Background: an optimization exercise with open tools, aiming at a short achievable clock period and few clock cycles. Do not read the settings as production practice. Only simulation tests tie the RTL to the original design; equivalence was not proved. Power figures rest on the tool's default switching activity, not on a simulated workload.

[design/flow/run.sh]
#!/bin/bash
# synth_recipe.tcl (not shown) runs the flow's synth.tcl, then flattens the netlist and writes it again
# the make line also repeats each setting of config.mk as NAME=value (left out here)
make -C /OpenROAD-flow-scripts/flow DESIGN_CONFIG=/design/flow/config.mk WORK_HOME=/design/flow/orfs CLKGATE_MAP_FILE= SYNTH_SCRIPT=/design/flow/synth_recipe.tcl finish
[design/flow/config.mk]
export PLATFORM = sky130hd
export DESIGN_NAME = core
export DESIGN_NICKNAME = core
export VERILOG_FILES = /design/flow/design.v
export SDC_FILE = /design/flow/constraint.sdc
export NUM_CORES = 4
export LEC_CHECK = 0
export ABC_CLOCK_PERIOD_IN_PS = 2500
export CAP_MARGIN = 40
export CORE_MARGIN = 2
export CORE_UTILIZATION = 30
export SETUP_SLACK_MARGIN = 2.0
export SLEW_MARGIN = 40
[design/flow/constraint.sdc]
create_clock -name core_clock -period 5.5 [get_ports {clk}]
set_input_delay 1.1000 -clock core_clock [delete_from_list [all_inputs] [get_ports {clk}]]
set_output_delay 1.1000 -clock core_clock [all_outputs]
set_load 0.01 [all_outputs]
[design/flow/design.v]
package core_cfg_pkg;
    localparam int xlen_c = 64;
    localparam int inst_w_c = 32;
    localparam int reg_addr_w_c = 5;
    localparam logic [xlen_c-1:0] reset_pc_c = '0;
    localparam logic [inst_w_c-1:0] nop_inst_c = 32'h0000_0013;
endpackage
package rv_isa_pkg;
    typedef enum logic [6:0] {
        OP     = 7'b0110011,
        OP_IMM = 7'b0010011,
        BRANCH = 7'b1100011,
        JAL    = 7'b1101111,
        STORE  = 7'b0100011
    } opcode_e;
    typedef enum logic [2:0] {
        F3_ADD_SUB = 3'b000,
        F3_XOR     = 3'b100,
        F3_OR      = 3'b110,
        F3_AND     = 3'b111
    } alu_f3_e;
    typedef enum logic [2:0] {
        F3_BEQ = 3'b000,
        F3_BNE = 3'b001
    } br_f3_e;
    typedef enum logic [2:0] {
        F3_SD = 3'b011
    } st_f3_e;
    localparam logic [6:0] f7_base_c = 7'b0000000;
    localparam logic [6:0] f7_sub_c  = 7'b0100000;
    typedef enum logic [2:0] {
        ALU_ADD,
        ALU_SUB,
        ALU_AND,
        ALU_OR,
        ALU_XOR
    } alu_op_e;
    typedef enum logic [1:0] {
        BR_NONE,
        BR_EQ,
        BR_NE,
        BR_JUMP
    } br_kind_e;
endpackage
import core_cfg_pkg::*;
module core (
    input  logic                                clk,
    input  logic                                rst_n_i,
    input  logic [core_cfg_pkg::inst_w_c-1:0]   if_inst_i,
    output logic [core_cfg_pkg::xlen_c-1:0]     if_inst_addr_o,
    output logic                                mem_wen_o,
    output logic [core_cfg_pkg::xlen_c-1:0]     mem_waddr_o,
    output logic [core_cfg_pkg::xlen_c-1:0]     mem_wdata_o
);
    localparam int bht_w_c = 6;               
    localparam int bht_n_c = 1 << bht_w_c;
    localparam int lp_n_c  = 4;               
    localparam int bi_w_c  = bht_w_c + 15;    
    function automatic logic [32:0] add32(input logic [31:0] x, input logic [31:0] y,
                                          input logic cin, input logic inv);
        logic [31:0] g;
        logic [31:0] p;
        logic [31:0] gg;
        logic [31:0] pp;
        logic [31:0] gn;
        logic [31:0] pn;
        logic [31:0] c;
        g  = x & y;
        p  = x ^ y;
        gg = g;
        pp = p;
        for (int d = 1; d < 32; d = d * 2) begin
            gn = gg;
            pn = pp;
            for (int i = 0; i < 32; i++) begin
                if ((i / d) % 2 == 1) begin
                    gn[i] = gg[i] | (pp[i] & gg[(i / d) * d - 1]);
                    pn[i] = pp[i] & pp[(i / d) * d - 1];
                end
            end
            gg = gn;
            pp = pn;
        end
        c = gg | (pp & {32{cin}});
        add32 = {c[31], (p ^ {32{inv}}) ^ {c[30:0], cin}};
    endfunction
    function automatic logic [63:0] step(input logic [63:0] x, input int lo_c, input logic up);
        logic [63:0] pp;
        logic [63:0] pn;
        pp = up ? x : ~x;
        for (int i = 0; i < 64; i++) if (i < lo_c) pp[i] = 1'b1;
        for (int d = 1; d < 64; d = d * 2) begin
            pn = pp;
            for (int i = d; i < 64; i++) pn[i] = pp[i] & pp[i-d];
            pp = pn;
        end
        step = x;
        for (int i = 2; i < 64; i++) if (i >= lo_c) step[i] = x[i] ^ pp[i-1];
    endfunction
    logic [63:0]        pc_f;
    logic               mispredict;
    logic               unredirect;
    logic [63:0]        alt_e2;
    logic [63:0]        seq_d;
    logic [31:0]        fi;
    logic [4:0]         f_rs1;
    logic [4:0]         f_rs2;
    logic               f_jal;
    logic               f_br;
    logic [2:0]         f_ctr;       
    logic               f_pred;
    logic               f_redir;
    logic [63:0]        pc_seq;
    logic [13:0]        low_b;
    logic [21:0]        low_j;
    logic [63:0]        f_next;
    logic [bht_w_c-1:0] bidx_f;
    logic [bi_w_c-1:0]  binfo_f;
    logic [1:0]         bht_ctr [bht_n_c];
    logic [bht_n_c-1:0] bht_v;
    assign if_inst_addr_o = pc_f;
    assign fi             = if_inst_i;
    assign f_rs1          = fi[19:15];
    assign f_rs2          = fi[24:20];
    assign f_jal          = (fi[6:0] == 7'b1101111);
    assign f_br           = (fi[6:0] == 7'b1100011) && (fi[14:13] == 2'b00);
    assign pc_seq         = step(pc_f, 2, 1'b1);
    assign bidx_f         = pc_f[bht_w_c+1:2];
    assign low_b   = {1'b0, pc_f[12:0]} + {1'b0, fi[31], fi[7], fi[30:25], fi[11:8], 1'b0};
    assign low_j   = {1'b0, pc_f[20:0]} + {1'b0, fi[31], fi[19:12], fi[20], fi[30:21], 1'b0};
    assign f_ctr   = {bht_v[bidx_f], bht_ctr[bidx_f]};
    logic [lp_n_c-1:0]  lp_v;
    logic [10:0]        lp_tag   [lp_n_c];
    logic [4:0]         lp_trip  [lp_n_c];
    logic [lp_n_c-1:0]  lp_conf;
    logic [4:0]         lp_spec  [lp_n_c];
    logic [4:0]         lp_com   [lp_n_c];
    logic [1:0]         lp_ptr;
    logic [lp_n_c-1:0]  lp_hitv;
    logic               lp_hit;
    logic [1:0]         lp_idx;
    logic               lp_use;
    logic               lp_take;
    logic               f_back;
    always_comb begin
        lp_hit  = 1'b0;
        lp_idx  = '0;
        lp_use  = 1'b0;
        lp_take = 1'b0;
        for (int k = 0; k < lp_n_c; k++) begin
            lp_hitv[k] = lp_v[k] && lp_tag[k] == pc_f[12:2];
            if (lp_hitv[k]) begin
                lp_hit  = 1'b1;
                lp_idx  = 2'(k);
                lp_use  = lp_conf[k];
                lp_take = ({1'b0, lp_spec[k]} + 6'd1) < {1'b0, lp_trip[k]};
            end
        end
    end
    assign f_back  = f_br && fi[31];
    assign binfo_f = {pc_f[12:2], lp_idx, lp_hit, fi[31], bidx_f};
    assign f_pred  = (fi[31] && lp_use) ? lp_take : f_ctr[2] ? f_ctr[1] : (fi[31] || !fi[12]);
    assign f_redir = f_jal || (f_br && f_pred);
    always_comb begin
        if (unredirect) begin
            f_next = seq_d;
        end else if (f_jal) begin
            f_next = {pc_f[63:21], low_j[20:0]};
        end else if (f_br && f_pred) begin
            f_next = {pc_f[63:13], low_b[12:0]};
        end else begin
            f_next = pc_seq;
        end
    end
    always_ff @(posedge clk) begin
        if (!rst_n_i) begin
            pc_f <= reset_pc_c;
        end else if (mispredict) begin
            pc_f <= alt_e2;
        end else begin
            pc_f <= f_next;
        end
    end
    logic [31:0]        inst_d;
    logic [63:0]        pc_d;
    logic               pred_d;      
    logic               jal_d;
    logic [20:0]        low_d;       
    logic               carry_d;     
    logic               valid_d;
    logic [bi_w_c-1:0]  bidx_d;
    logic [2:0]         ctr_d;
    logic [31:1]        sel1_d;      
    logic [31:1]        sel2_d;
    logic               byp1_d;      
    logic               byp2_d;
    logic               byq1_d;      
    logic               byq2_d;
    logic               f11_d;       
    logic               f12_d;
    logic               f21_d;       
    logic               f22_d;
    logic [4:0]         d_rd;
    logic               d_wen;
    logic [4:0]         rd_e1;
    logic               wen_e1;
    logic [4:0]         rd_e2;
    logic               wen_e2;
    logic [4:0]         rd_w;
    logic               wen_w;
    logic [4:0]         rd_q;
    logic               wen_q;
    logic [31:1]        reg_v;
    always_ff @(posedge clk) begin
        valid_d <= rst_n_i && !mispredict && !unredirect;
        inst_d  <= fi;
        pc_d    <= pc_f;
        seq_d   <= pc_seq;
        pred_d  <= f_redir;
        jal_d   <= f_jal;
        low_d   <= f_jal ? low_j[20:0] : {8'd0, low_b[12:0]};
        carry_d <= f_jal ? low_j[21] : low_b[13];
        bidx_d  <= binfo_f;
        ctr_d   <= f_ctr;
        f11_d   <= d_wen && d_rd == f_rs1;
        f12_d   <= d_wen && d_rd == f_rs2;
        f21_d   <= wen_e1 && rd_e1 == f_rs1;
        f22_d   <= wen_e1 && rd_e1 == f_rs2;
        byp1_d  <= wen_e2 && rd_e2 == f_rs1;
        byp2_d  <= wen_e2 && rd_e2 == f_rs2;
        byq1_d  <= !(wen_e2 && rd_e2 == f_rs1) && wen_w && rd_w == f_rs1;
        byq2_d  <= !(wen_e2 && rd_e2 == f_rs2) && wen_w && rd_w == f_rs2;
        for (int i = 1; i < 32; i++) begin
            sel1_d[i] <= (f_rs1 == 5'(i)) && !(wen_e2 && rd_e2 == f_rs1) &&
                         !(wen_w && rd_w == f_rs1) && (reg_v[i] || (wen_q && rd_q == 5'(i)));
            sel2_d[i] <= (f_rs2 == 5'(i)) && !(wen_e2 && rd_e2 == f_rs2) &&
                         !(wen_w && rd_w == f_rs2) && (reg_v[i] || (wen_q && rd_q == 5'(i)));
        end
    end
    logic [63:0]        regs_q [31:1];
    logic [6:0]         d_opc;
    logic [2:0]         d_f3;
    logic [6:0]         d_f7;
    logic               d_op;
    logic               d_addi;
    logic               d_br;
    logic               d_jal;
    logic               d_sd;
    logic               d_sub;
    logic               d_logic;
    logic [63:0]        d_imm_i;
    logic [63:0]        d_imm_s;
    logic [63:0]        d_rf1;
    logic [63:0]        d_rf2;
    logic [63:0]        d_a;
    logic [63:0]        d_b;
    logic               d_exact;
    logic               d_pred;
    logic [63:0]        d_hi_b_up;
    logic [63:0]        d_hi_b_dn;
    logic [63:0]        d_hi_j_up;
    logic [63:0]        d_hi_j_dn;
    logic [63:0]        d_tgt;
    logic [31:0]        lo_w;
    logic [31:0]        lo_wn;
    logic [31:0]        hi_w;
    logic [63:0]        wd_q;
    assign d_opc   = inst_d[6:0];
    assign d_f3    = inst_d[14:12];
    assign d_f7    = inst_d[31:25];
    assign d_rd    = inst_d[11:7];
    assign d_op    = (d_opc == 7'b0110011) &&
                     ((d_f7 == 7'b0000000 && (d_f3 == 3'b000 || d_f3 == 3'b100 ||
                                              d_f3 == 3'b110 || d_f3 == 3'b111)) ||
                      (d_f7 == 7'b0100000 && d_f3 == 3'b000));
    assign d_addi  = (d_opc == 7'b0010011) && (d_f3 == 3'b000);
    assign d_br    = (d_opc == 7'b1100011) && (d_f3[2:1] == 2'b00);
    assign d_jal   = (d_opc == 7'b1101111);
    assign d_sd    = (d_opc == 7'b0100011) && (d_f3 == 3'b011);
    assign d_sub   = d_op && d_f7[5];
    assign d_logic = d_op && d_f3 != 3'b000;
    assign d_wen   = valid_d && (d_op || d_addi || d_jal) && (d_rd != 5'd0);
    assign d_imm_i = {{52{inst_d[31]}}, inst_d[31:20]};
    assign d_imm_s = {{52{inst_d[31]}}, inst_d[31:25], inst_d[11:7]};
    assign d_hi_b_up = step(pc_d, 13, 1'b1);
    assign d_hi_b_dn = step(pc_d, 13, 1'b0);
    assign d_hi_j_up = step(pc_d, 21, 1'b1);
    assign d_hi_j_dn = step(pc_d, 21, 1'b0);
    assign d_exact   = (carry_d == inst_d[31]);
    always_comb begin
        if (jal_d) begin
            case ({inst_d[31], carry_d})
                2'b01:   d_tgt = {d_hi_j_up[63:21], low_d[20:0]};
                2'b10:   d_tgt = {d_hi_j_dn[63:21], low_d[20:0]};
                default: d_tgt = {pc_d[63:21], low_d[20:0]};
            endcase
        end else begin
            case ({inst_d[31], carry_d})
                2'b01:   d_tgt = {d_hi_b_up[63:13], low_d[12:0]};
                2'b10:   d_tgt = {d_hi_b_dn[63:13], low_d[12:0]};
                default: d_tgt = {pc_d[63:13], low_d[12:0]};
            endcase
        end
    end
    assign unredirect = valid_d && pred_d && !d_exact;
    assign d_pred     = pred_d && d_exact;
    always_comb begin
        d_rf1 = (byp1_d ? {hi_w, lo_w} : '0) | (byq1_d ? wd_q : '0);
        d_rf2 = (byp2_d ? {hi_w, lo_w} : '0) | (byq2_d ? wd_q : '0);
        for (int i = 1; i < 32; i++) begin
            d_rf1 = d_rf1 | (regs_q[i] & {64{sel1_d[i]}});
            d_rf2 = d_rf2 | (regs_q[i] & {64{sel2_d[i]}});
        end
    end
    assign d_a = d_jal ? seq_d : d_rf1;
    assign d_b = d_jal ? 64'd0 : d_addi ? d_imm_i : d_sd ? d_imm_s : d_rf2;
    logic               d_fa1;
    logic               d_fa2;
    logic               d_fb1;
    logic               d_fb2;
    logic               d_sz;        
    logic               d_na;        
    logic               d_nb;        
    logic               d_add;       
    logic               d_xor;
    logic               d_and;
    logic               d_or;
    logic               d_inv;
    logic               d_cin;
    logic               add_e1_prev;
    assign d_fa1 = !d_jal && f11_d;
    assign d_fa2 = !d_jal && !f11_d && f21_d;
    assign d_fb1 = (d_op || d_br) && f12_d;
    assign d_fb2 = (d_op || d_br) && !f12_d && f22_d;
    assign d_sz  = d_sub && d_fa1 && d_fb1;
    assign d_na  = d_sub && d_fb1 && !d_fa1;
    assign d_nb  = d_sub && !d_fb1;
    assign d_add = !d_logic && !d_sz;
    assign d_xor = (d_op && d_f3 == 3'b100) || d_sz;
    assign d_and = d_op && d_f3 == 3'b111;
    assign d_or  = d_op && d_f3 == 3'b110;
    assign d_inv = d_na;
    assign d_cin = d_nb;
    logic [31:0]        a_lo_e1;
    logic [31:0]        b_lo_e1;
    logic [31:0]        a_hi_e1;
    logic [31:0]        b_hi_e1;
    logic [63:0]        c_e1;        
    logic               xa0_e1;      
    logic               xa1s_e1;
    logic               xa1l_e1;
    logic               xa2p_e1;
    logic               xa2n_e1;
    logic               yb0_e1;
    logic               yb1s_e1;
    logic               yb1l_e1;
    logic               yb2p_e1;
    logic               yb2n_e1;
    logic               fa1_e1;
    logic               fb1_e1;
    logic               fa2_e1;
    logic               fb2_e1;
    logic               na_e1;
    logic               nb_e1;
    logic               fc1_e1;
    logic               fc2_e1;
    logic               add_e1;
    logic               and_e1;
    logic               or_e1;
    logic               xor_e1;
    logic               inv_e1;
    logic               cin_e1;
    logic               br_e1;
    logic               jal_e1;
    logic               bne_e1;
    logic               pred_e1;
    logic               sd_e1;
    logic [bi_w_c-1:0]  bidx_e1;
    logic [2:0]         ctr_e1;
    logic [63:0]        alt_e1;
    logic [31:0]        s_lo_e2;     
    logic [31:0]        l_lo_e2;     
    logic               cy_e2;       
    logic               eqlo_e2;
    logic [31:0]        a_hi_e2;
    logic [31:0]        b_hi_e2;
    logic [63:0]        c_e2;
    logic               xa0_e2;
    logic               xa1s_e2;
    logic               xa1l_e2;
    logic               yb0_e2;
    logic               yb1s_e2;
    logic               yb1l_e2;
    logic               fc1_e2;
    logic               add_e2;
    logic               and_e2;
    logic               or_e2;
    logic               xor_e2;
    logic               inv_e2;
    logic               br_e2;
    logic               jal_e2;
    logic               bne_e2;
    logic               pred_e2;
    logic               sd_e2;
    logic [bi_w_c-1:0]  bidx_e2;
    logic [2:0]         ctr_e2;
    logic [31:0]        s_hi_w;
    logic [31:0]        l_hi_w;
    logic               add_w;
    assign add_e1_prev = add_e1;
    always_ff @(posedge clk) begin
        if (!rst_n_i || mispredict) begin
            br_e1  <= 1'b0;
            jal_e1 <= 1'b0;
            sd_e1  <= 1'b0;
            wen_e1 <= 1'b0;
        end else begin
            br_e1  <= valid_d && d_br;
            jal_e1 <= valid_d && d_jal;
            sd_e1  <= valid_d && d_sd;
            wen_e1 <= d_wen;
        end
    end
    always_ff @(posedge clk) begin
        a_lo_e1 <= d_na ? ~d_a[31:0] : d_a[31:0];
        a_hi_e1 <= d_na ? ~d_a[63:32] : d_a[63:32];
        b_lo_e1 <= d_nb ? ~d_b[31:0] : d_b[31:0];
        b_hi_e1 <= d_nb ? ~d_b[63:32] : d_b[63:32];
        c_e1    <= d_rf2;
        xa0_e1  <= !d_fa1 && !d_fa2;
        xa1s_e1 <= d_fa1 && add_e1_prev;
        xa1l_e1 <= d_fa1 && !add_e1_prev;
        xa2p_e1 <= d_fa2 && !d_na;
        xa2n_e1 <= d_fa2 && d_na;
        yb0_e1  <= !d_fb1 && !d_fb2;
        yb1s_e1 <= d_fb1 && add_e1_prev;
        yb1l_e1 <= d_fb1 && !add_e1_prev;
        yb2p_e1 <= d_fb2 && !d_nb;
        yb2n_e1 <= d_fb2 && d_nb;
        fa1_e1  <= d_fa1;
        fb1_e1  <= d_fb1;
        fa2_e1  <= d_fa2;
        fb2_e1  <= d_fb2;
        na_e1   <= d_na;
        nb_e1   <= d_nb;
        fc1_e1  <= f12_d;
        fc2_e1  <= !f12_d && f22_d;
        add_e1  <= d_add;
        and_e1  <= d_and;
        or_e1   <= d_or;
        xor_e1  <= d_xor;
        inv_e1  <= d_inv;
        cin_e1  <= d_cin;
        bne_e1  <= d_f3[0];
        pred_e1 <= d_pred;
        rd_e1   <= d_rd;
        bidx_e1 <= bidx_d;
        ctr_e1  <= ctr_d;
        alt_e1  <= d_pred ? seq_d : d_tgt;
    end
    logic [31:0] e1_x;
    logic [31:0] e1_y;
    logic [32:0] e1_sum;
    assign e1_x = (s_lo_e2 & {32{xa1s_e1}}) | (l_lo_e2 & {32{xa1l_e1}}) |
                  (lo_w & {32{xa2p_e1}}) | (lo_wn & {32{xa2n_e1}}) |
                  (a_lo_e1 & {32{xa0_e1}});
    assign e1_y = (s_lo_e2 & {32{yb1s_e1}}) | (l_lo_e2 & {32{yb1l_e1}}) |
                  (lo_w & {32{yb2p_e1}}) | (lo_wn & {32{yb2n_e1}}) |
                  (b_lo_e1 & {32{yb0_e1}});
    assign e1_sum = add32(e1_x, e1_y, cin_e1, inv_e1);
    always_ff @(posedge clk) begin
        if (!rst_n_i || mispredict) begin
            br_e2  <= 1'b0;
            jal_e2 <= 1'b0;
            sd_e2  <= 1'b0;
            wen_e2 <= 1'b0;
        end else begin
            br_e2  <= br_e1;
            jal_e2 <= jal_e1;
            sd_e2  <= sd_e1;
            wen_e2 <= wen_e1;
        end
    end
    always_ff @(posedge clk) begin
        s_lo_e2 <= e1_sum[31:0];
        l_lo_e2 <= ((e1_x & e1_y) & {32{and_e1}}) | ((e1_x | e1_y) & {32{or_e1}}) |
                   ((e1_x ^ e1_y) & {32{xor_e1}});
        cy_e2   <= e1_sum[32];
        eqlo_e2 <= (e1_x == e1_y);
        c_e2    <= fc2_e1 ? {hi_w, lo_w} : c_e1;
        a_hi_e2 <= fa2_e1 ? (na_e1 ? ~hi_w : hi_w) : a_hi_e1;
        b_hi_e2 <= fb2_e1 ? (nb_e1 ? ~hi_w : hi_w) : b_hi_e1;
        xa0_e2  <= !fa1_e1;
        xa1s_e2 <= fa1_e1 && add_e2;
        xa1l_e2 <= fa1_e1 && !add_e2;
        yb0_e2  <= !fb1_e1;
        yb1s_e2 <= fb1_e1 && add_e2;
        yb1l_e2 <= fb1_e1 && !add_e2;
        fc1_e2  <= fc1_e1;
        add_e2  <= add_e1;
        and_e2  <= and_e1;
        or_e2   <= or_e1;
        xor_e2  <= xor_e1;
        inv_e2  <= inv_e1;
        bne_e2  <= bne_e1;
        pred_e2 <= pred_e1;
        rd_e2   <= rd_e1;
        bidx_e2 <= bidx_e1;
        ctr_e2  <= ctr_e1;
        alt_e2  <= alt_e1;
    end
    logic [31:0] e2_x;
    logic [31:0] e2_y;
    logic [63:0] e2_c;
    logic [32:0] e2_sum;
    logic        taken;
    assign e2_x   = (s_hi_w & {32{xa1s_e2}}) | (l_hi_w & {32{xa1l_e2}}) |
                    (a_hi_e2 & {32{xa0_e2}});
    assign e2_y   = (s_hi_w & {32{yb1s_e2}}) | (l_hi_w & {32{yb1l_e2}}) |
                    (b_hi_e2 & {32{yb0_e2}});
    assign e2_c   = fc1_e2 ? {hi_w, lo_w} : c_e2;
    assign e2_sum = add32(e2_x, e2_y, cy_e2, inv_e2);
    logic eq_ab;
    logic eq_as;
    logic eq_al;
    logic eq_sb;
    logic eq_lb;
    logic eqhi;
    logic mp_if_eq;
    logic mp_if_ne;
    assign eq_ab = (a_hi_e2 == b_hi_e2);
    assign eq_as = (a_hi_e2 == s_hi_w);
    assign eq_al = (a_hi_e2 == l_hi_w);
    assign eq_sb = (s_hi_w == b_hi_e2);
    assign eq_lb = (l_hi_w == b_hi_e2);
    assign eqhi  = (xa0_e2 && yb0_e2 && eq_ab) || (xa0_e2 && yb1s_e2 && eq_as) ||
                   (xa0_e2 && yb1l_e2 && eq_al) || (xa1s_e2 && yb0_e2 && eq_sb) ||
                   (xa1l_e2 && yb0_e2 && eq_lb) || (!xa0_e2 && !yb0_e2);
    assign taken      = (eqlo_e2 && eqhi) ^ bne_e2;
    assign mp_if_eq   = (br_e2 && (!bne_e2 != pred_e2)) || (jal_e2 && !pred_e2);
    assign mp_if_ne   = (br_e2 && (bne_e2 != pred_e2)) || (jal_e2 && !pred_e2);
    assign mispredict = (eqlo_e2 && eqhi) ? mp_if_eq : mp_if_ne;
    logic               upd_v;
    logic               upd_taken;
    logic [bi_w_c-1:0]  upd_idx;
    logic [2:0]         upd_ctr;
    logic [1:0]         upd_new;
    always_ff @(posedge clk) begin
        upd_v     <= rst_n_i && br_e2;
        upd_taken <= taken;
        upd_idx   <= bidx_e2;
        upd_ctr   <= ctr_e2;
    end
    always_comb begin
        if (!upd_ctr[2]) begin
            upd_new = upd_taken ? 2'b11 : 2'b00;
        end else if (upd_taken) begin
            upd_new = (upd_ctr[1:0] == 2'b11) ? 2'b11 : upd_ctr[1:0] + 2'd1;
        end else begin
            upd_new = (upd_ctr[1:0] == 2'b00) ? 2'b00 : upd_ctr[1:0] - 2'd1;
        end
    end
    always_ff @(posedge clk) begin
        if (!rst_n_i) begin
            bht_v <= '0;
            for (int i = 0; i < bht_n_c; i++) begin
                bht_ctr[i] <= 2'b00;
            end
        end else if (upd_v) begin
            bht_v[upd_idx[bht_w_c-1:0]]   <= 1'b1;
            bht_ctr[upd_idx[bht_w_c-1:0]] <= upd_new;
        end
    end
    logic              u_back;
    logic              u_hit;
    logic [1:0]        u_idx;
    logic [10:0]       u_tag;
    logic [4:0]        lp_com_nx [lp_n_c];
    logic              mp_q;
    assign u_back = upd_idx[bht_w_c];
    assign u_hit  = upd_idx[bht_w_c+1];
    assign u_idx  = upd_idx[bht_w_c+3:bht_w_c+2];
    assign u_tag  = upd_idx[bht_w_c+14:bht_w_c+4];
    always_comb begin
        for (int k = 0; k < lp_n_c; k++) begin
            lp_com_nx[k] = lp_com[k];
        end
        if (upd_v && u_back) begin
            if (u_hit) begin
                if (upd_taken) begin
                    lp_com_nx[u_idx] = (lp_com[u_idx] == 5'd31) ? 5'd31 : lp_com[u_idx] + 5'd1;
                end else begin
                    lp_com_nx[u_idx] = 5'd0;
                end
            end else if (upd_taken) begin
                lp_com_nx[lp_ptr] = 5'd1;
            end
        end
    end
    always_ff @(posedge clk) begin
        if (!rst_n_i) begin
            mp_q <= 1'b0;
        end else begin
            mp_q <= mispredict;
        end
    end
    always_ff @(posedge clk) begin
        if (!rst_n_i) begin
            lp_v    <= '0;
            lp_conf <= '0;
            lp_ptr  <= '0;
            for (int k = 0; k < lp_n_c; k++) begin
                lp_tag[k]  <= '0;
                lp_trip[k] <= '0;
                lp_spec[k] <= '0;
                lp_com[k]  <= '0;
            end
        end else begin
            for (int k = 0; k < lp_n_c; k++) begin
                lp_com[k] <= lp_com_nx[k];
            end
            if (upd_v && u_back) begin
                if (u_hit) begin
                    if (!upd_taken) begin
                        lp_trip[u_idx] <= lp_com[u_idx] + 5'd1;
                        lp_conf[u_idx] <= (lp_com[u_idx] != 5'd31);
                    end
                end else if (upd_taken) begin
                    lp_v[lp_ptr]    <= 1'b1;
                    lp_tag[lp_ptr]  <= u_tag;
                    lp_conf[lp_ptr] <= 1'b0;
                    lp_ptr          <= lp_ptr + 2'd1;
                end
            end
            if (mp_q) begin
                for (int k = 0; k < lp_n_c; k++) begin
                    lp_spec[k] <= lp_com_nx[k];
                end
            end else if (upd_v && u_back && !u_hit && upd_taken) begin
                lp_spec[lp_ptr] <= 5'd1;
            end else if (f_back && lp_hit) begin
                lp_spec[lp_idx] <= f_pred ? ((lp_spec[lp_idx] == 5'd31) ? 5'd31 : lp_spec[lp_idx] + 5'd1)
                                          : 5'd0;
            end
        end
    end
    logic        st_w;
    logic [63:0] st_addr_w;
    logic [63:0] st_data_w;
    assign hi_w = add_w ? s_hi_w : l_hi_w;
    always_ff @(posedge clk) begin
        if (!rst_n_i) begin
            wen_w <= 1'b0;
            wen_q <= 1'b0;
            st_w  <= 1'b0;
        end else begin
            wen_w <= wen_e2;
            wen_q <= wen_w;
            st_w  <= sd_e2;
        end
    end
    always_ff @(posedge clk) begin
        s_hi_w    <= e2_sum[31:0];
        l_hi_w    <= ((e2_x & e2_y) & {32{and_e2}}) | ((e2_x | e2_y) & {32{or_e2}}) |
                     ((e2_x ^ e2_y) & {32{xor_e2}});
        add_w     <= add_e2;
        lo_w      <= add_e2 ? s_lo_e2 : l_lo_e2;
        lo_wn     <= add_e2 ? ~s_lo_e2 : ~l_lo_e2;
        rd_w      <= rd_e2;
        wd_q      <= {hi_w, lo_w};
        rd_q      <= rd_w;
        st_addr_w <= {e2_sum[31:0], s_lo_e2};
        st_data_w <= e2_c;
    end
    assign mem_wen_o   = st_w;
    assign mem_waddr_o = st_addr_w;
    assign mem_wdata_o = st_data_w;
    always_ff @(posedge clk) begin
        if (!rst_n_i) begin
            reg_v <= '0;
        end else if (wen_q) begin
            reg_v[rd_q] <= 1'b1;
        end
    end
    always_ff @(posedge clk) begin
        if (wen_q) begin
            regs_q[rd_q] <= wd_q;
        end
    end
endmodule
==> impl_summary.log, run 1 <==
INFO  metric run_status = complete, no violations
INFO  metric synthToLayoutAreaGrowth = 18.3%
INFO  metric drt_pre_antenna_iters = 15
INFO  metric grt.overflow.total = 0
INFO  metric rr_endpoint = pc_f[32]
INFO  metric rows = 258
INFO  metric synth_edf_count = 2,196
INFO  metric floorplan.die.width = 708 um
INFO  metric critical-path-top-cell-by-count = buf_12
INFO  metric post-dp-hpwl = 416 mm
INFO  metric synth_largest_area_cell = edfxtp_1
INFO  metric mostFrequentLayoutCells = edfxtp_1 (2,196), a22oi_1 (1,387), dfxtp_1 (1,215)
INFO  metric total_die_area = 502,000 sq um
INFO  metric setup_repair_after_global_routing_missed_its_margin = true
INFO  metric capture_point_of_the_critical_path = pc_f[32]
INFO  metric hold_path.class = flop to flop
INFO  metric fraction_of_layout_cells_with_a_size_suffix_above_1 = 0.136
INFO  metric grt_first_pass_wirelength = 943 mm
INFO  metric initialDrtViolationCount = 27,000
INFO  metric slew_viol_final = 0
INFO  metric tritoncts.num_buffers = 357
INFO  metric critical-path-max-stage-delay = 0.53 ns
INFO  metric critPathArrivalTime = 4.57 ns
INFO  metric yosys-top-cells-area = edfxtp_1 (44%), dfxtp_1 (18%), a22oi_1 (7.0%)
INFO  metric grt_start_max_net_pins = 72
INFO  metric cp_cell_sequence = buf_12 -> buf_12 -> mux4_2 -> mux4_2 -> nor2_2 -> a211oi_2 -> or3_4 -> and4b_4 -> nor3_4 -> buf_12 -> nor3_4 -> buf_6 -> clkbuf_16 -> a221o_1
INFO  metric chipHeight = 708 um
INFO  metric initial_util = 0.301
INFO  metric timing.setup.critical_path_class = flop to flop
INFO  metric critical_path_peak_fanout = 7
INFO  metric pin_slew_with_the_least_headroom_to_its_limit = 1.12 ns
INFO  metric layout.cells.most_common = edfxtp_1
INFO  metric power_density = 319 nW/um^2
INFO  metric fmax = 268 MHz
INFO  metric combined_buffer_and_inverter_count_along_the_critical_path = 5
INFO  metric fin_nets = 12,600
INFO  metric syn_area_per_cell = 12.3 sq um
INFO  metric crit_cells = 14
INFO  metric final_period_minus_worst_setup_slack = 3.73 ns
INFO  metric antenna_violations_before_repair = 84
INFO  metric reg2reg_depth = 14
INFO  metric share_of_the_yosys_chip_area_belonging_to_registers = 0.627
INFO  metric portBuffers = 226
INFO  metric syn_area = 149,000 sq um
INFO  metric cells_after_synthesis = 12,100
INFO  metric synth-async-reset-ratio = 0
INFO  metric leakagePower = 61.9 nW
INFO  metric max_cap_viol_count = 0
INFO  metric holdBufCountCts = 0
INFO  metric clock_path_buffers = 4
INFO  metric final-instance-count-excl-fill = 19,300
INFO  metric crit_path_end_kind = flop
INFO  metric clock_pin_slew_on_the_worst_setup_and_hold_paths = 0.06 ns
INFO  metric synth_seq_cells = 3,567
INFO  metric setup-tns-final = 0 ns
INFO  metric clock_sink_count = 3,567
INFO  metric synth_fp_nets = 12,300
INFO  metric yosys_top_cell_area_share = 0.443
INFO  metric globalRouteTotalUtil = 0.266
INFO  metric ff2ff_setup_slack = 1.77 ns
INFO  metric cp.required = 6.33 ns
INFO  metric wire_per_inst = 36.5 um
INFO  metric final_hold_viol_count = 0
INFO  metric crit_path_leading_delay_family = multiplexers
INFO  metric synth-warning-count = 3
INFO  metric power = 56.1 mW
INFO  metric crit_path_top_delay_cell = mux4_2
INFO  metric floorplan.io_pins = 227
INFO  metric timing.critical_path.from_type = flop
INFO  metric gp_congestion = 0.948
INFO  metric via_per_inst = 6.41
INFO  metric number_of_nets_still_failing_antenna_checks_after_routing = 0
INFO  metric post-route-drc-count = 0
INFO  metric synth_flop_cell = edfxtp_1
INFO  metric drt_wl_total = 704 mm
INFO  metric htree_levels = 5
INFO  metric first_global_vias = 114,000
INFO  metric core-area = 494,000 sq um
INFO  metric worst_skew_pair.late_latency = 0.98 ns
INFO  metric via_count = 124,000
INFO  metric timing.max_slew.rel_slack = 0.256
INFO  metric worst_hold_slack = 0.316 ns
INFO  metric synth.lib_cells_used.distinct = 94
INFO  metric setup_viol_count_final = 0
INFO  metric max-vdd-ir-drop = 0.243 mV
INFO  metric rr_startpoint = pc_f[2]
INFO  metric period_utilisation_layout = 0.678
INFO  metric place.detailed.instances = 18,300
INFO  metric worst_setup_path_startpoint = pc_f[2]
INFO  metric clock_skew = 0.0672 ns
INFO  metric cts_tree = yes
INFO  metric cts_root_buffer = clkbuf_16
-- worst register-to-register path, delay by kind of cell, from the launching register on --
family | cells | cell delay [ns]
mux | 2 | 1.05
simple gates | 5 | 0.98
buf+inv | 5 | 0.84
compound gates | 2 | 0.39
flops | 1 | 0.38
-- routing by layer --
layer	global-route usage	routed length [um]
met1	0.336	246000
met2	0.372	280000
met3	0.106	117000
met4	0.175	60700
met5	0.00356	867
-- state kept, by name, summed over array words and instances, names as in the netlist, 64 cells and up --
signal / count
alt_e1: 64
pc_f: 64
alt_e2: 64
bht_v: 64
regs_q: 1984
wd_q: 64
bht_ctr: 128
c_e1: 64
st_data_w: 64
c_e2: 64
-- cells in the mapped netlist (30+ instances only) --
library cell	n
ha_1	208
and2_1	65
nor2_1	701
dfxtp_1	1371
and3_1	100
a221oi_1	376
clkbuf_1	610
a21oi_1	281
a22o_1	411
mux4_2	52
nand2b_1	30
nand4_1	400
nor3_1	309
a21o_1	46
nand2_1	700
or3_1	33
mux2_2	172
nor4_1	81
inv_1	284
buf_1	211
mux2i_1	54
nand3_1	367
a221o_1	43
edfxtp_1	2196
a22oi_1	1391
xor2_1	262
o21ai_0	334
xnor2_1	448
a222oi_1	133
-- area by class of cell --
type | instances | area [sq um]
antenna | 109 | 273
clock buffer | 485 | 10200
clock inverter | 174 | 2080
fill | 47600 | 318000
inverter | 288 | 1100
multi-input combinational | 7362 | 52200
sequential | 3567 | 93800
tap | 6500 | 8130
timing repair buffer | 782 | 8290
-- cells by family after synthesis --
group,count (synthesis),synth area share
compound gates,3248,0.163
xor+xnor,710,0.0418
fa+ha+maj,210,0.0178
buf+inv,1163,0.0306
flops,3567,0.627
mux,280,0.0247
simple gates,2913,0.0945
-- worst min path at each step --
stage	start	endpoint	slack, ns	cells after the start
CTS	alt_e1[20]	alt_e2[20]	0.31	0
global placement	bidx_e2[13]	upd_idx[13]	0.31	0
finish	alt_e1[30]	alt_e2[30]	0.32	0
detailed placement	alt_e1[34]	alt_e2[34]	0.31	0
floorplan	alt_e1[0]	alt_e2[0]	0.31	0
global route	alt_e1[15]	alt_e2[15]	0.31	0
-- per-stage QoR --
| stage | utilization | worst slack (ns) | area, sq um |
|---|---|---|---|
| 6_report | 0.356 | 1.77 | 176000 |
| 3_5_place_dp | 0.325 | 0.817 | 161000 |
| 5_1_grt | 0.356 | 1.63 | 176000 |
| 4_1_cts | 0.353 | 1.81 | 174000 |
| 3_3_place_gp | 0.323 | 0.771 | 160000 |
| 2_1_floorplan | - | 1.33 | 149000 |
-- power breakdown --
group	switching, mW	total, mW	internal [mW]
Combinational	1.02	1.56	0.532
Clock	11.1	26.0	14.9
Sequential	0.242	28.6	28.3
Total	12.4	56.1	43.7
-- repair_timing --
item                                    CTS  global route
endpoints found under the setup margin  236           134
pin swaps                                56            84
cloned                                    9             8
buffers inserted                         83            50
resized for setup                       175            98
Testbench counts, summed over its fixed seeds: cycles 61,440.
==> inputs of run 2 (changes only) <==
--- a/design/flow/design.v
+++ b/design/flow/design.v
@@ -52,7 +52,7 @@
     output logic [core_cfg_pkg::xlen_c-1:0]     mem_waddr_o,
     output logic [core_cfg_pkg::xlen_c-1:0]     mem_wdata_o
 );
-    localparam int bht_w_c = 6;               
+    localparam int bht_w_c = 5;               
     localparam int bht_n_c = 1 << bht_w_c;
     localparam int lp_n_c  = 4;               
     localparam int bi_w_c  = bht_w_c + 15;    
==> impl_summary.log, run 2 <==
INFO  metric final-instance-count-excl-fill = 18,600 (-3.4%)
INFO  metric synth.most_common_cell = edfxtp_1
INFO  metric rr_startpoint = xa0_e2
INFO  metric fmax = 246 MHz (-8.4%)
INFO  metric wire_per_inst = 36.6 um (+0.19%)
INFO  metric share_of_the_yosys_chip_area_belonging_to_registers = 0.629 (+0.00146)
INFO  metric fin_nets = 12,100 (-3.9%)
INFO  metric max_cap_viol_count = 0 (unchanged)
INFO  metric critPathArrivalTime = 4.93 ns (+0.36 ns)
INFO  metric synth-warning-count = 3 (unchanged)
INFO  metric critical_path_peak_fanout = 26 (+19)
INFO  metric registers.top_by_ff_count = regs_q
INFO  metric final.fill_count = 46,200 (-3.0%)
INFO  metric gp_congestion = 0.946 (-0.25%)
INFO  metric mostFrequentLayoutCells = edfxtp_1 (2,132), a22oi_1 (1,282), dfxtp_1 (1,181)
INFO  metric synth-async-reset-ratio = 0 (unchanged)
INFO  metric synth_simple_gate_area_frac = 0.0860 (-0.00852)
INFO  metric first_global_vias = 111,000 (-2.7%)
INFO  metric final_period_minus_worst_setup_slack = 4.07 ns (+0.341 ns)
INFO  metric antenna_violations_before_repair = 56 (-33%)
INFO  metric floorplan.io_pins = 227 (unchanged)
INFO  metric max-vdd-ir-drop = 0.251 mV (+3.3%)
INFO  metric worst_skew_pair.late_latency = 0.99 ns (about the same)
INFO  metric clock_path_buffers = 4 (unchanged)
INFO  metric area.sequential = 91,200 sq um (-2.7%)
INFO  metric place.detailed.instances = 17,700 (-3.3%)
INFO  metric number_of_nets_still_failing_antenna_checks_after_routing = 0 (unchanged)
INFO  metric tritoncts.num_buffers = 346 (-3.1%)
INFO  metric crit_path_top_delay_cell = a222oi_1
INFO  metric via_per_inst = 6.43 (+0.26%)
INFO  metric synth_flop_cell = edfxtp_1
INFO  metric syn_area = 144,000 sq um (-3.0%)
INFO  metric timing.critical_path.from_type = flop
INFO  metric finalWorstSetupSlack = 1.43 ns (-0.341 ns)
INFO  metric slew_viol_final = 0 (unchanged)
INFO  metric period_utilisation_layout = 0.740 (+0.0620)
INFO  metric setup_repair_after_global_routing_missed_its_margin = true
INFO  metric layout.cells.most_common = edfxtp_1
INFO  metric cts_root_buffer = clkbuf_16
INFO  metric yosys_top_cell_area_share = 0.443 (about the same)
INFO  metric post-route-drc-count = 0 (unchanged)
INFO  metric total_die_area = 487,000 sq um (-3.0%)
INFO  metric initial_util = 0.302 (about the same)
INFO  metric post_synth_xor_area_fraction = 0.0432 (+0.00146)
INFO  metric synth_edf_count = 2,132 (-2.9%)
INFO  metric holdBufCountCts = 0 (unchanged)
INFO  metric final_hold_viol_count = 0 (unchanged)
INFO  metric ff2ff_setup_slack = 1.43 ns (-0.34 ns)
INFO  metric worst_setup_path_startpoint = xa0_e2
INFO  metric leakagePower = 59.9 nW (-3.3%)
INFO  metric rows = 254 (-1.6%)
INFO  metric clock_skew = 0.0941 ns (+0.0269 ns)
INFO  metric drt_wl_total = 681 mm (-3.2%)
INFO  metric chipHeight = 698 um (-1.5%)
INFO  metric grt_first_pass_wirelength = 914 mm (-3.1%)
INFO  metric yosys-top-cells-area = edfxtp_1 (44%), dfxtp_1 (19%), a22oi_1 (6.7%)
INFO  metric critical-path-max-stage-delay = 0.45 ns (-0.08 ns)
INFO  metric globalRouteTotalUtil = 0.264 (-0.00136)
INFO  metric fraction_of_layout_cells_with_a_size_suffix_above_1 = 0.136 (about the same)
INFO  metric setup_viol_count_final = 0 (unchanged)
INFO  metric critical-path-top-cell-by-count = a221o_1
INFO  metric area_occupied_by_multi_input_gates = 50,800 sq um (-2.6%)
INFO  metric cells_after_synthesis = 11,600 (-4.0%)
INFO  metric synth-adder-area-share = 0.0184 (+0.000630)
INFO  metric hold_path_startpoint = alt_e1[44]
INFO  metric initialDrtViolationCount = 26,800 (-0.56%)
INFO  metric synth-compound-area-share = 0.170 (+0.00650)
INFO  metric largest_register_ffs = 1,984 (unchanged)
INFO  metric cp_cell_sequence = buf_12 -> a222oi_1 -> inv_1 -> ha_4 -> and2_1 -> a311o_2 -> o22a_1 -> a31o_4 -> a221o_1 -> a21bo_4 -> a221o_1 -> or3_4 -> a31oi_4 -> xnor2_1
INFO  metric clock_pin_slew_on_the_worst_setup_and_hold_paths = 0.07 ns (about the same)
INFO  metric setup-tns-final = 0 ns (unchanged)
INFO  metric synth.top_cells.by_count = edfxtp_1 (2,132), dfxtp_1 (1,339), a22oi_1 (1,288)
INFO  metric clock_sink_count = 3,471 (-2.7%)
INFO  metric timing.setup.critical_path_class = flop to flop
INFO  metric pre_cts_ws = 0.416 ns (-0.401 ns)
INFO  metric cts_tree = yes
INFO  metric post_synth_mux_area_share = 0.0238 (-0.000856)
INFO  metric run_status = complete, no violations
INFO  metric drt_pre_antenna_iters = 11 (-4)
INFO  metric post-dp-hpwl = 393 mm (-5.5%)
INFO  metric synth_seq_cells = 3,471 (-2.7%)
INFO  metric crit_path_end_kind = flop
INFO  metric synth.lib_cells_used.distinct = 82 (-13%)
INFO  metric grt_start_max_net_pins = 116 (+61%)
INFO  metric power_density = 313 nW/um^2 (-1.8%)
INFO  metric timing.max_slew.rel_slack = 0.275 (+0.0191)
INFO  metric synthToLayoutAreaGrowth = 18.3% (about the same)
INFO  metric syn_area_per_cell = 12.4 sq um (+1.1%)
INFO  metric synth_largest_area_cell = edfxtp_1
INFO  metric synth_top_family_by_area = compound AO/OA/AOI/OAI gates
INFO  metric synth_fp_nets = 11,900 (-3.9%)
INFO  metric htree_levels = 5 (unchanged)
INFO  metric grt.overflow.total = 0 (unchanged)
INFO  metric hold_path.class = flop to flop
INFO  metric via_count = 120,000 (-3.1%)
INFO  metric pin_slew_with_the_least_headroom_to_its_limit = 1.09 ns (-0.0287 ns)
INFO  metric portBuffers = 226 (unchanged)
INFO  metric cp.required = 6.36 ns (+0.03 ns)
INFO  metric core-area = 479,000 sq um (-3.0%)
INFO  metric floorplan.die.width = 698 um (-1.5%)
run 2: changes by cell type after synthesis, moves of 36 or more:
cell / delta
a32o_1: +41
mux2i_1: +69
a22oi_1: -103
a221o_1: -38
nor2_1: -227
o2bb2ai_1: +48
edfxtp_1: -64
a221oi_1: +51
nand2_1: -85
mux4_2: -36
and3_1: -36
run 2: final cells by class:
type | count | share of cell area
tap | 6400 | 0.0469
antenna | 69 | 0.00101
multi-input combinational | 7009 | 0.297
clock inverter | 162 | 0.0103
sequential | 3471 | 0.534
timing repair buffer | 745 | 0.0468
clock buffer | 471 | 0.0574
inverter | 290 | 0.00641
run 2: critical path: cells and delay by family (launching register included):
kind            cells  cell delay, ns
fa+ha+maj           1            0.25
compound gates      8            2.46
flops               1            0.35
buf+inv             2            0.32
simple gates        2            0.50
xor+xnor            1            0.13
run 2: report_power, final:
group / switching, mW / total [mW] / internal [mW]
sequential: 0.166 / 27.7 / 27.5
clock: 10.8 / 24.8 / 14.0
combinational: 0.669 / 1.03 / 0.364
run 2: logic make-up after synthesis:
kind of cell             Yosys count
buffers and inverters           1126
XOR/XNOR                         713
flip-flops                      3471
AO/OA/AOI/OAI                   3259
AND/OR/NAND/NOR                 2522
adder cells (fa/ha/maj)          211
multiplexers                     303
run 2: worst paths after layout:
kind,cells after the start,endpoint
worst min-delay path,0,alt_e2[44]
worst min register to register,0,alt_e2[44]
worst max-delay path,14,s_hi_w[31]
worst max register to register,14,s_hi_w[31]
run 2: metal layers:
metal | track usage | wire, um | up-vias
met5 | 0.00382 | 518 | -
met1 | 0.343 | 243000 | 58600
li1 | - | - | 46000
met2 | 0.367 | 270000 | 12200
met4 | 0.164 | 54400 | 39
met3 | 0.104 | 113000 | 2876
run 2: repair_timing:
action,CTS,global route
gates cloned,11,1
endpoints found under the setup margin,323,444
gates resized for setup,208,147
endpoints found under the hold margin,0,0
pin swaps,141,95
setup buffers,86,67
run 2: stage by stage:
stage          cell area, sq um  power (mW)  hold WS (ns)  utilization
2_1_floorplan            145000        28.8         0.310            -
3_5_place_dp             156000        29.2         0.312        0.325
5_1_grt                  171000        54.5         0.316        0.357
3_3_place_gp             155000        29.2         0.310        0.324
4_1_cts                  169000        53.4         0.307        0.353
6_report                 171000        53.5         0.310        0.357
Testbench counts of run 2, summed over its fixed seeds: cycles 61,539.

-- re-timing with driven ports --
The flow's constraints put no driver on any port. The routed layouts listed below were extracted and timed again, unchanged, in two steps. Step 1, drivers: a clkbuf_16 drives clk and a buf_2 each remaining input, both assumed. Step 2 also shifts input and output timing later by t, the mid clock arrival at the registers, as if the neighbouring blocks saw the same clock. Three values: no drivers, after step 1, after step 2; two values: the first two.
| run | t (ns) | setup slack, ns | worst setup path after step 2 | worst register clock-pin slew, ns | worst data-port slew with drivers (ns) |
|---|---|---|---|---|---|
| run 1 | 1.043 | 1.769 / 1.769 / 1.109 | input to register | 0.07 / 0.07 | 0.06 |
| run 2 | 1.047 | 1.428 / 1.428 / 0.932 | input to register | 0.08 / 0.08 | 0.15 |
After both steps setup and hold are still met in every run listed. For run 1, which loses most, drivers alone change the setup slack by 0.000 ns; drivers and shift together by -0.660 ns.
